This is an optimization exercise on Yosys and OpenROAD, whose aim is small area and a short achievable clock period, not a production implementation.
No functional check of the RTL was part of this run.
No activity file was given, so power comes from the tool's default toggle rates.

File: flow/run.sh
#!/bin/bash
# The standard layout with these changes:
#  - synthesis maps with the ABC script in flow/abc_area.script (selected by
#    ABC_AREA=1) and leaves adders to ABC (no ADDER_MAP_FILE); the rest of the
#    ORFS scripts are unchanged copies
#  - the port buffers are plain buf cells, which the timing repair can resize
#  - timing repair may resize cells to other footprints
set -euo pipefail
rm -rf scripts_copy
cp -r "$FLOW_HOME/scripts" scripts_copy
cp flow/abc_area.script scripts_copy/abc_area.script
bash standard.sh "SCRIPTS_DIR=$PWD/scripts_copy" ADDER_MAP_FILE= \
    "BUFFER_PORTS_ARGS=-buffer_cell sky130_fd_sc_hd__buf_2" \
    MATCH_CELL_FOOTPRINT=0 finish > standard_flow.log 2>&1
File: flow/abc_area.script
strash
dc2
balance
dch -f
map -B 0.9
topo
stime -c
buffer -c
upsize -c
dnsize -c
File: standard.sh
#!/bin/bash
# synth_recipe.tcl (not shown) runs the flow's synth.tcl, then flattens the netlist and writes it again
# the make line also repeats each setting of config.mk as NAME=value (left out here)
make -C /OpenROAD-flow-scripts/flow DESIGN_CONFIG=/design/flow/config.mk WORK_HOME=/design/flow/orfs CLKGATE_MAP_FILE= SYNTH_SCRIPT=/design/flow/synth_recipe.tcl "${@:-finish}"
File: config.mk
export PLATFORM = sky130hd
export DESIGN_NAME = arena_top
export DESIGN_NICKNAME = arena_top
export VERILOG_FILES = /design/flow/design.v
export SDC_FILE = /design/flow/constraint.sdc
export NUM_CORES = 4
export LEC_CHECK = 0
export ABC_AREA = 1
export CAP_MARGIN = 20
export CORE_MARGIN = 2
export CORE_UTILIZATION = 55
export SETUP_SLACK_MARGIN = 3.5
export SLEW_MARGIN = 20
export TNS_END_PERCENT = 0
File: constraint.sdc
create_clock -name core_clock -period 5.8 [get_ports {Clk}]
set_input_delay 1.1600 -clock core_clock [delete_from_list [all_inputs] [get_ports {Clk}]]
set_output_delay 1.1600 -clock core_clock [all_outputs]
set_load 0.01 [all_outputs]
File: design.v
package arena_pkg;
    typedef logic [10-1:0] coord_t;
    typedef logic [15:0] score_t;
    typedef enum logic [1:0] {
        ST_START = 2'd0,
        ST_PLAY  = 2'd1,
        ST_DEAD  = 2'd2
    } game_state_t;
endpackage
module arena_top
(
    input  logic                    Clk,
    input  logic                    rst_n,
    input  logic                    wb_cyc,
    input  logic                    wb_stb,
    input  logic                    wb_we,
    input  logic [3-1:0] wb_adr,
    input  logic [31:0]             wb_dat_w,
    output logic [31:0]             wb_dat_r,
    output logic                    wb_ack,
    input  arena_pkg::coord_t                  pix_x,
    input  arena_pkg::coord_t                  pix_y,
    input  logic                    pix_valid,
    input  logic                    frame_tick
);
    localparam int CW = 10;
    localparam int NS = 4;
    function automatic logic lt11(input logic [CW:0] a, input logic [CW:0] b);
        logic [15:0] g;
        logic [15:0] l;
        g = '0;
        l = '0;
        g[CW:0] = ~a & b;
        l[CW:0] = a & ~b;
        for (int s = 1; s < 16; s = s * 2) begin
            for (int i = 0; i + s < 16; i = i + 2 * s) begin
                g[i] = g[i+s] | (~l[i+s] & g[i]);
                l[i] = l[i+s] | (~g[i+s] & l[i]);
            end
        end
        lt11 = g[0];
    endfunction
    function automatic logic in_span(input logic [CW-1:0] p, input logic [CW-1:0] lo,
                                     input logic [CW:0] hi);
        in_span = !lt11({1'b0, p}, {1'b0, lo}) && lt11({1'b0, p}, hi);
    endfunction
    function automatic logic [CW-1:0] inc10(input logic [CW-1:0] c);
        logic [CW-1:0] m;    
        for (int i = 0; i < CW; i++) begin
            m = {CW{1'b1}} >> (CW - i);
            inc10[i] = c[i] ^ (&(c | ~m));
        end
    endfunction
    function automatic logic [CW-1:0] dec10(input logic [CW-1:0] c);
        logic [CW-1:0] m;    
        for (int i = 0; i < CW; i++) begin
            m = {CW{1'b1}} >> (CW - i);
            dec10[i] = c[i] ^ ~(|(c & m));
        end
    endfunction
    logic          start_cmd;
    logic          play;             
    logic          dead;             
    logic          restart;
    logic [CW-1:0] player_x, player_y;
    logic [CW-1:0] bullet_x, bullet_y;
    logic          bullet_en;
    logic [1:0]    spawn_idx;
    logic [15:0]   score_base;       
    logic [NS-1:0] kill_q;
    logic [NS-1:0] alive;
    logic [NS-1:0][CW-1:0] mon_x;
    logic [NS-1:0][CW-1:0] mon_y;
    logic req, wr;
    assign req = wb_cyc && wb_stb && !wb_ack;
    assign wr  = req && wb_we;
    logic [15:0] score;
    assign score = score_base + 16'(kill_q[0]) + 16'(kill_q[1]) + 16'(kill_q[2]) + 16'(kill_q[3]);
    logic [31:0] rd_data;
    always_comb begin
        rd_data = '0;
        case (wb_adr)
            3'd1: begin
                rd_data[CW-1:0]  = player_x;
                rd_data[16 +: CW] = player_y;
            end
            3'd2: begin
                rd_data[CW-1:0]  = bullet_x;
                rd_data[16 +: CW] = bullet_y;
                rd_data[31]      = bullet_en;
            end
            3'd3: begin
                rd_data[1:0]   = {dead, play};
                rd_data[31:16] = score;
            end
            3'd4, 3'd5, 3'd6, 3'd7: begin
                rd_data[CW-1:0]  = mon_x[wb_adr[1:0]];
                rd_data[16 +: CW] = mon_y[wb_adr[1:0]];
                rd_data[31]      = alive[wb_adr[1:0]];
            end
            default: ;
        endcase
    end
    always_ff @(posedge Clk) begin
        wb_dat_r <= rd_data;
    end
    always_ff @(posedge Clk) begin
        if (!rst_n) begin
            wb_ack    <= 1'b0;
            start_cmd <= 1'b0;
            player_x  <= '0;
            player_y  <= '0;
            bullet_x  <= '0;
            bullet_y  <= '0;
            bullet_en <= 1'b0;
        end else begin
            wb_ack    <= req;
            start_cmd <= wr && (wb_adr == 3'd0) && wb_dat_w[0];
            if (wr && wb_adr == 3'd1) begin
                player_x <= wb_dat_w[CW-1:0];
                player_y <= wb_dat_w[16 +: CW];
            end
            if (wr && wb_adr == 3'd2) begin
                bullet_x  <= wb_dat_w[CW-1:0];
                bullet_y  <= wb_dat_w[16 +: CW];
                bullet_en <= wb_dat_w[31];
            end
        end
    end
    logic [NS-1:0] mon_hit;
    logic [NS-1:0] kill;
    logic          bullet_hit, player_hit, player_dead;
    always_comb begin
        for (int i = 0; i < NS; i++) begin
            mon_hit[i] = pix_valid && alive[i] &&
                         in_span(pix_x, mon_x[i], {1'b0, mon_x[i]} + (CW+1)'(22)) &&
                         in_span(pix_y, mon_y[i], {1'b0, mon_y[i]} + (CW+1)'(22));
        end
    end
    assign bullet_hit = pix_valid && bullet_en &&
        in_span(pix_x, bullet_x, {1'b0, bullet_x} + (CW+1)'(4)) &&
        in_span(pix_y, bullet_y, {1'b0, bullet_y} + (CW+1)'(4));
    assign player_hit = pix_valid &&
        in_span(pix_x, player_x, {1'b0, player_x} + (CW+1)'(25)) &&
        in_span(pix_y, player_y, {1'b0, player_y} + (CW+1)'(30));
    assign kill        = (play && bullet_hit) ? mon_hit : '0;
    assign player_dead = play && player_hit && (|mon_hit);
    always_ff @(posedge Clk) begin
        if (!rst_n) begin
            play    <= 1'b0;
            dead    <= 1'b0;
            restart <= 1'b0;
        end else begin
            restart <= start_cmd && !play;
            if (play) begin
                play <= !player_dead;
                dead <= player_dead;
            end else if (start_cmd) begin
                play <= 1'b1;
                dead <= 1'b0;
            end
        end
    end
    always_ff @(posedge Clk) begin
        if (!rst_n || restart) begin
            score_base <= '0;
            kill_q     <= '0;
        end else begin
            score_base <= score;
            kill_q     <= kill;
        end
    end
    logic [NS-1:0] spawn_load;
    logic [CW-1:0] spawn_x, spawn_y;
    assign spawn_load = (frame_tick && play && !restart) ? (~alive & (alive + 1'b1)) : '0;
    always_comb begin
        case (spawn_idx)
            2'd0: begin spawn_x = CW'(12); spawn_y = CW'(240); end
            2'd1: begin spawn_x = CW'(240); spawn_y = CW'(12); end
            2'd2: begin spawn_x = CW'(468); spawn_y = CW'(240); end
            default: begin spawn_x = CW'(240); spawn_y = CW'(468); end
        endcase
    end
    always_ff @(posedge Clk) begin
        if (!rst_n || restart) begin
            spawn_idx <= 2'd0;
        end else if (|spawn_load) begin
            spawn_idx <= spawn_idx + 2'd1;
        end
    end
    for (genvar i = 0; i < NS; i++) begin : g_slot
        logic x_lt, x_gt, y_lt, y_gt;
        assign x_lt = lt11({1'b0, mon_x[i]}, {1'b0, player_x});
        assign x_gt = lt11({1'b0, player_x}, {1'b0, mon_x[i]});
        assign y_lt = lt11({1'b0, mon_y[i]}, {1'b0, player_y});
        assign y_gt = lt11({1'b0, player_y}, {1'b0, mon_y[i]});
        always_ff @(posedge Clk) begin
            if (!rst_n) begin
                alive[i] <= 1'b0;
                mon_x[i] <= '0;
                mon_y[i] <= '0;
            end else if (restart || kill[i]) begin
                alive[i] <= 1'b0;
            end else if (spawn_load[i]) begin
                alive[i] <= 1'b1;
                mon_x[i] <= spawn_x;
                mon_y[i] <= spawn_y;
            end else if (frame_tick && alive[i]) begin
                if (x_lt) mon_x[i] <= inc10(mon_x[i]);
                else if (x_gt) mon_x[i] <= dec10(mon_x[i]);
                if (y_lt) mon_y[i] <= inc10(mon_y[i]);
                else if (y_gt) mon_y[i] <= dec10(mon_y[i]);
            end
        end
    end
endmodule
==> metrics.sh <==
OUTCOME='timing/DRC/antenna clean'
HOLD_SLACK_PS=443
RELSLEWSLACK_PCT=33.7
MAXIMUM_NUMBER_OF_PINS_ON_ONE_NET_BEFORE_GLOBAL_ROUTE_REPAIR=82
NETLIST_AREA_UM2=16000
FIRSTDRTPASSITERS=6
REPORT.FINAL.HOLD_VIOL_COUNT=0
SYNTH.TOP_CELLS.BY_AREA='sky130_fd_sc_hd__dfxtp_1 (22%), sky130_fd_sc_hd__nand2_1 (20%), sky130_fd_sc_hd__nor2_1 (7.1%)'
SYNTH_EDF_COUNT=0
VIA_PER_INST=6.02
PERIOD_NEEDED_PS=3100
SEQ_AREA_FRAC_SYNTH_PCT=22.3
CTS_HOLD_REPAIR.BUFFERS=0
CORE-AREA_UM2=28600
GATE_COUNT_AFTER_TECHNOLOGY_MAPPING=2847
IO-PIN-COUNT=95
STARTPOINT_TYPE='input port'
SETUP-VIOLATIONS-FINAL=0
POST_ROUTE_CORE_UTILIZATION_PCT=62.3
ENDPOINT_KIND='register'
ROWS=62
GRT_SETUP_UNREPAIRED='true'
TRITONCTS='done'
PORTBUFFERS=77
FINAL_PERIOD_UTILIZATION_PCT=53.5
LAYOUT.FILLER_CELLS=2827
TRITONCTS_BUFFER_COUNT=17
GRT_OVERFLOW_TOTAL=0
CTS-HTREE-LEVELS=4
ANTENNA_FOUND_INITIAL=0
DETAIL_ROUTE.WL_PER_CELL_UM=18.9
POSTLAYOUTSETUPSLACKWORST_PS=2700
MAX_SLEW.WORST_PIN.SLEW_PS=994
CTS.ROOT.BUFFER_CELL='sky130_fd_sc_hd__clkbuf_16'
CLOCK_INSERTION_DELAY_WORST_SKEW_PS=470
MULTI_INPUT_COMB_AREA_UM2=10800
IRDROPWORSTVDD_uV=263
CLKTRANSATPATHREGS_PS=90
CLOCK_SINK_COUNT=178
REPORT.POWER.TOTAL_uW=2990
INITIAL_UTILIZATION_PCT=55.7
POWER.LEAKAGE_uW=0.00804
MAX_FREQ_GHz=0.322
CLOCKBUFFERDEPTH=2
FP.DIEAREA_UM2=30400
WORST-SETUP-PATH-TYPE='input port to register'
FF_LATCH_AREA_UM2=3570
YOSYS.AREA.TOP_TYPE='sky130_fd_sc_hd__dfxtp_1'
PLACE_WORST_SETUP_SLACK_PS=1490
NUM_VIAS=19700
DOMINANTREGCELLSYNTH='sky130_fd_sc_hd__dfxtp_1'
WORST_HOLD_PATH.NUM_CELLS=2
WORSTHOLDPATHTYPE='register to register'
SYNTH.FF_LATCH_COUNT=178
POSTROUTEANTENNANETS=0
GLOBAL_ROUTE.USAGE.TOTAL_PCT=39.6
ASYNC_FLOP_SHARE_PCT=0
DRT_WL_TOTAL_UM=61800
LAYOUT-DRIVE-GT1-SHARE_PCT=12.5
AREA_GROWTH_PCT=11.8
SYNTH.LIB_CELLS_USED.DISTINCT=59
FF2FF_PATH_DEPTH=15
SYNTHESIS.AREA_PER_INSTANCE_UM2=5.60
DETAILEDROUTE.FIRSTITERATIONVIOLATIONS=2376
YOSYS_WARNINGS=1
REG2REG_FROM='player_x[4]'
WORSTHOLDENDPOINT='restart'
SKEW_PS=19.0
SYNTHDOMINANTCELLAREASHARE_PCT=22.3
FLOORPLAN.DIE.WIDTH_UM=174
MIN_FROM='start_cmd'
P_PER_AREA_nW_PER_UM2=168
PLACE.GP.CONGESTION=0.984
N_ANTENNA_CELL=0
WORST_EP_REQUIRED_TIME_PS=6110
FLOORPLAN.DIE.HEIGHT_UM=174
REGTOREGSETUPSLACK_PS=2870
FINALNETCOUNT=2945
MAX_CAP_VIOLATIONS=0
GRT_FIRST_PASS_WIRELENGTH_UM=94900
FIN_TNS_SETUP_PS=0
VIAS_IN_THE_FIRST_GLOBAL_ROUTE=17300
FINAL_MAX_SLEW_VIOL_COUNT=0
WORST_EP_ARRIVAL_TIME_PS=3410
ROUTE.DETAILED.DRC=0
PATH_MAX_FANOUT=6
DP_HPWL_UM=45400
WORSTREG2REGEND='mon_x[19]'
how the worst max path moves through the flow:
stage / start / endpoint / slack, ps / cells past startpoint
final: pix_x[1] / kill_q[1] / 2700 / 18
after floorplan: pix_x[1] / mon_y[25] / 2950 / 19
after global routing: pix_y[3] / mon_y[1] / 2690 / 21
after global placement: frame_tick / mon_x[14] / 1490 / 18
after CTS: pix_x[1] / mon_y[18] / 2890 / 20
after detailed placement: frame_tick / mon_x[16] / 1490 / 18
cells by family after synthesis:
logic type | share of synthesized area [%]
AO/OA/AOI/OAI | 23.3
XOR/XNOR | 1.59
buffers and inverters | 12.1
flip-flops | 22.3
other | 0.0235
AND/OR/NAND/NOR | 40.6
Yosys cell counts (7+ instances only):
| cell | n |
|---|---|
| sky130_fd_sc_hd__nand2_1 | 841 |
| sky130_fd_sc_hd__nor2_1 | 301 |
| sky130_fd_sc_hd__inv_1 | 282 |
| sky130_fd_sc_hd__nand3_1 | 208 |
| sky130_fd_sc_hd__o21ai_0 | 207 |
| sky130_fd_sc_hd__a21oi_1 | 204 |
| sky130_fd_sc_hd__dfxtp_1 | 178 |
| sky130_fd_sc_hd__clkbuf_1 | 70 |
| sky130_fd_sc_hd__o22ai_1 | 69 |
| sky130_fd_sc_hd__a31oi_1 | 43 |
| sky130_fd_sc_hd__nand4_1 | 40 |
| sky130_fd_sc_hd__nor3_1 | 39 |
| sky130_fd_sc_hd__buf_2 | 38 |
| sky130_fd_sc_hd__inv_2 | 37 |
| sky130_fd_sc_hd__o21ai_1 | 34 |
| sky130_fd_sc_hd__xor2_1 | 24 |
| sky130_fd_sc_hd__nand2_2 | 19 |
| sky130_fd_sc_hd__o221ai_1 | 19 |
| sky130_fd_sc_hd__buf_4 | 18 |
| sky130_fd_sc_hd__o211ai_1 | 16 |
| sky130_fd_sc_hd__nor2_2 | 14 |
| sky130_fd_sc_hd__clkinv_1 | 13 |
| sky130_fd_sc_hd__o31ai_1 | 12 |
| sky130_fd_sc_hd__nand3_2 | 9 |
| sky130_fd_sc_hd__a221oi_1 | 7 |
| sky130_fd_sc_hd__nand2_4 | 7 |
critical path: stages:
cell	delay, ps
sky130_fd_sc_hd__buf_12	110
sky130_fd_sc_hd__clkinvlp_4	120
sky130_fd_sc_hd__nand2_1	90
sky130_fd_sc_hd__nand2_1	130
sky130_fd_sc_hd__o21ai_4	70
sky130_fd_sc_hd__o21ai_1	170
sky130_fd_sc_hd__nand3_2	90
sky130_fd_sc_hd__nand2_2	90
sky130_fd_sc_hd__nand2_2	60
sky130_fd_sc_hd__nand2_2	70
sky130_fd_sc_hd__nand2_2	70
sky130_fd_sc_hd__nand2_1	60
sky130_fd_sc_hd__nand4_1	150
sky130_fd_sc_hd__nor2_4	160
sky130_fd_sc_hd__buf_12	140
sky130_fd_sc_hd__nand3_4	110
sky130_fd_sc_hd__buf_4	160
sky130_fd_sc_hd__nor2_1	370
per-stage QoR:
stage                     std cells  instance area [um2]
after CTS                      3261                17600
after floorplan                2852                16100
after global placement         3187                16300
after global routing           3280                17800
after detailed placement       3187                16300
final                          3280                17800
what timing repair did:
item                                    in CTS  in global routing
pin swaps                                   26                 29
resized for setup                           86                 43
endpoints found under the setup margin     161                164
setup buffers                               37                 18
gates cloned                                 5                  1
area by class of cell:
cell class | count | share of cell area [%]
Timing Repair inverter | 1 | 0.0281
Tap cell | 384 | 2.69
Sequential cell | 178 | 20.0
Inverter | 332 | 7.38
Timing Repair Buffer | 144 | 5.79
Clock buffer | 18 | 2.41
Multi-Input combinational cell | 2209 | 60.6
Clock inverter | 14 | 1.07
layer usage:
metal / part of all wire, % / track usage (%) / wire (um) / up-vias
li1: - / - / - / 9556
met1: 40 / 50.6 / 24600 / 8856
met2: 45 / 62.8 / 27600 / 1118
met3: 9.5 / 6.52 / 5900 / 214
met4: 6.1 / 23.6 / 3770 / 0
met5: 0 / 0 / 0 / -
cells in the final DEF (no fill, tap or decap), types with 8 or more instances in the layout:
master | netlist | layout
sky130_fd_sc_hd__a21oi_1 | 204 | 197
sky130_fd_sc_hd__a21oi_2 | 5 | 12
sky130_fd_sc_hd__a31oi_1 | 43 | 43
sky130_fd_sc_hd__buf_2 | 38 | 68
sky130_fd_sc_hd__buf_4 | 18 | 57
sky130_fd_sc_hd__clkbuf_16 | 0 | 17
sky130_fd_sc_hd__clkinv_1 | 13 | 11
sky130_fd_sc_hd__clkinvlp_4 | 0 | 14
sky130_fd_sc_hd__dfxtp_1 | 178 | 172
sky130_fd_sc_hd__inv_1 | 282 | 266
sky130_fd_sc_hd__inv_2 | 37 | 36
sky130_fd_sc_hd__nand2_1 | 841 | 828
sky130_fd_sc_hd__nand2_2 | 19 | 31
sky130_fd_sc_hd__nand2_4 | 7 | 8
sky130_fd_sc_hd__nand3_1 | 208 | 203
sky130_fd_sc_hd__nand3_2 | 9 | 9
sky130_fd_sc_hd__nand3_4 | 3 | 11
sky130_fd_sc_hd__nand4_1 | 40 | 40
sky130_fd_sc_hd__nor2_1 | 301 | 287
sky130_fd_sc_hd__nor2_2 | 14 | 18
sky130_fd_sc_hd__nor2_4 | 2 | 14
sky130_fd_sc_hd__nor3_1 | 39 | 39
sky130_fd_sc_hd__o211ai_1 | 16 | 16
sky130_fd_sc_hd__o21ai_0 | 207 | 200
sky130_fd_sc_hd__o21ai_1 | 34 | 33
sky130_fd_sc_hd__o21ai_2 | 1 | 8
sky130_fd_sc_hd__o221ai_1 | 19 | 19
sky130_fd_sc_hd__o22ai_1 | 69 | 69
sky130_fd_sc_hd__o31ai_1 | 12 | 12
sky130_fd_sc_hd__xor2_1 | 24 | 24
where the power goes:
part | switching [uW] | internal [uW] | total [uW]
clock network | 604 | 659 | 1260
logic | 333 | 152 | 486
registers | 10.6 | 1230 | 1240
flip-flops by register name (all words and copies together) (netlist names), 2 cells and up:
register    count
wb_dat_r       26
mon_x          40
mon_y          40
kill_q          4
player_x       10
player_y       10
score_base     16
spawn_idx       2
alive           4
bullet_y       10
bullet_x       10

==> afterwards: timing with drivers on the ports <==
How much do the figures lean on ideal ports? The routed layout below was timed once more, with nothing changed but the port constraints.
Step 1, drivers: a clkbuf_16 drives Clk and a buf_2 each remaining input, both assumed.
Step 2, shift: input delay + t, output delay - t, t = (earliest + latest rising clock arrival at the registers) / 2. This alone moves slack from input paths to output paths.
Slacks: ideal ports / drivers / drivers and shift; pairs: ideal ports / drivers.
t (ns): 0.514
slack for setup (ns): 2.697 / 2.698 / 2.183
worst setup path at the end: input to register
clock arrival spread, ns: 0.019 / 0.019
After both steps setup and hold are still met in this run. For this run, drivers alone change the setup slack by +0.001 ns; drivers and shift together by -0.514 ns.
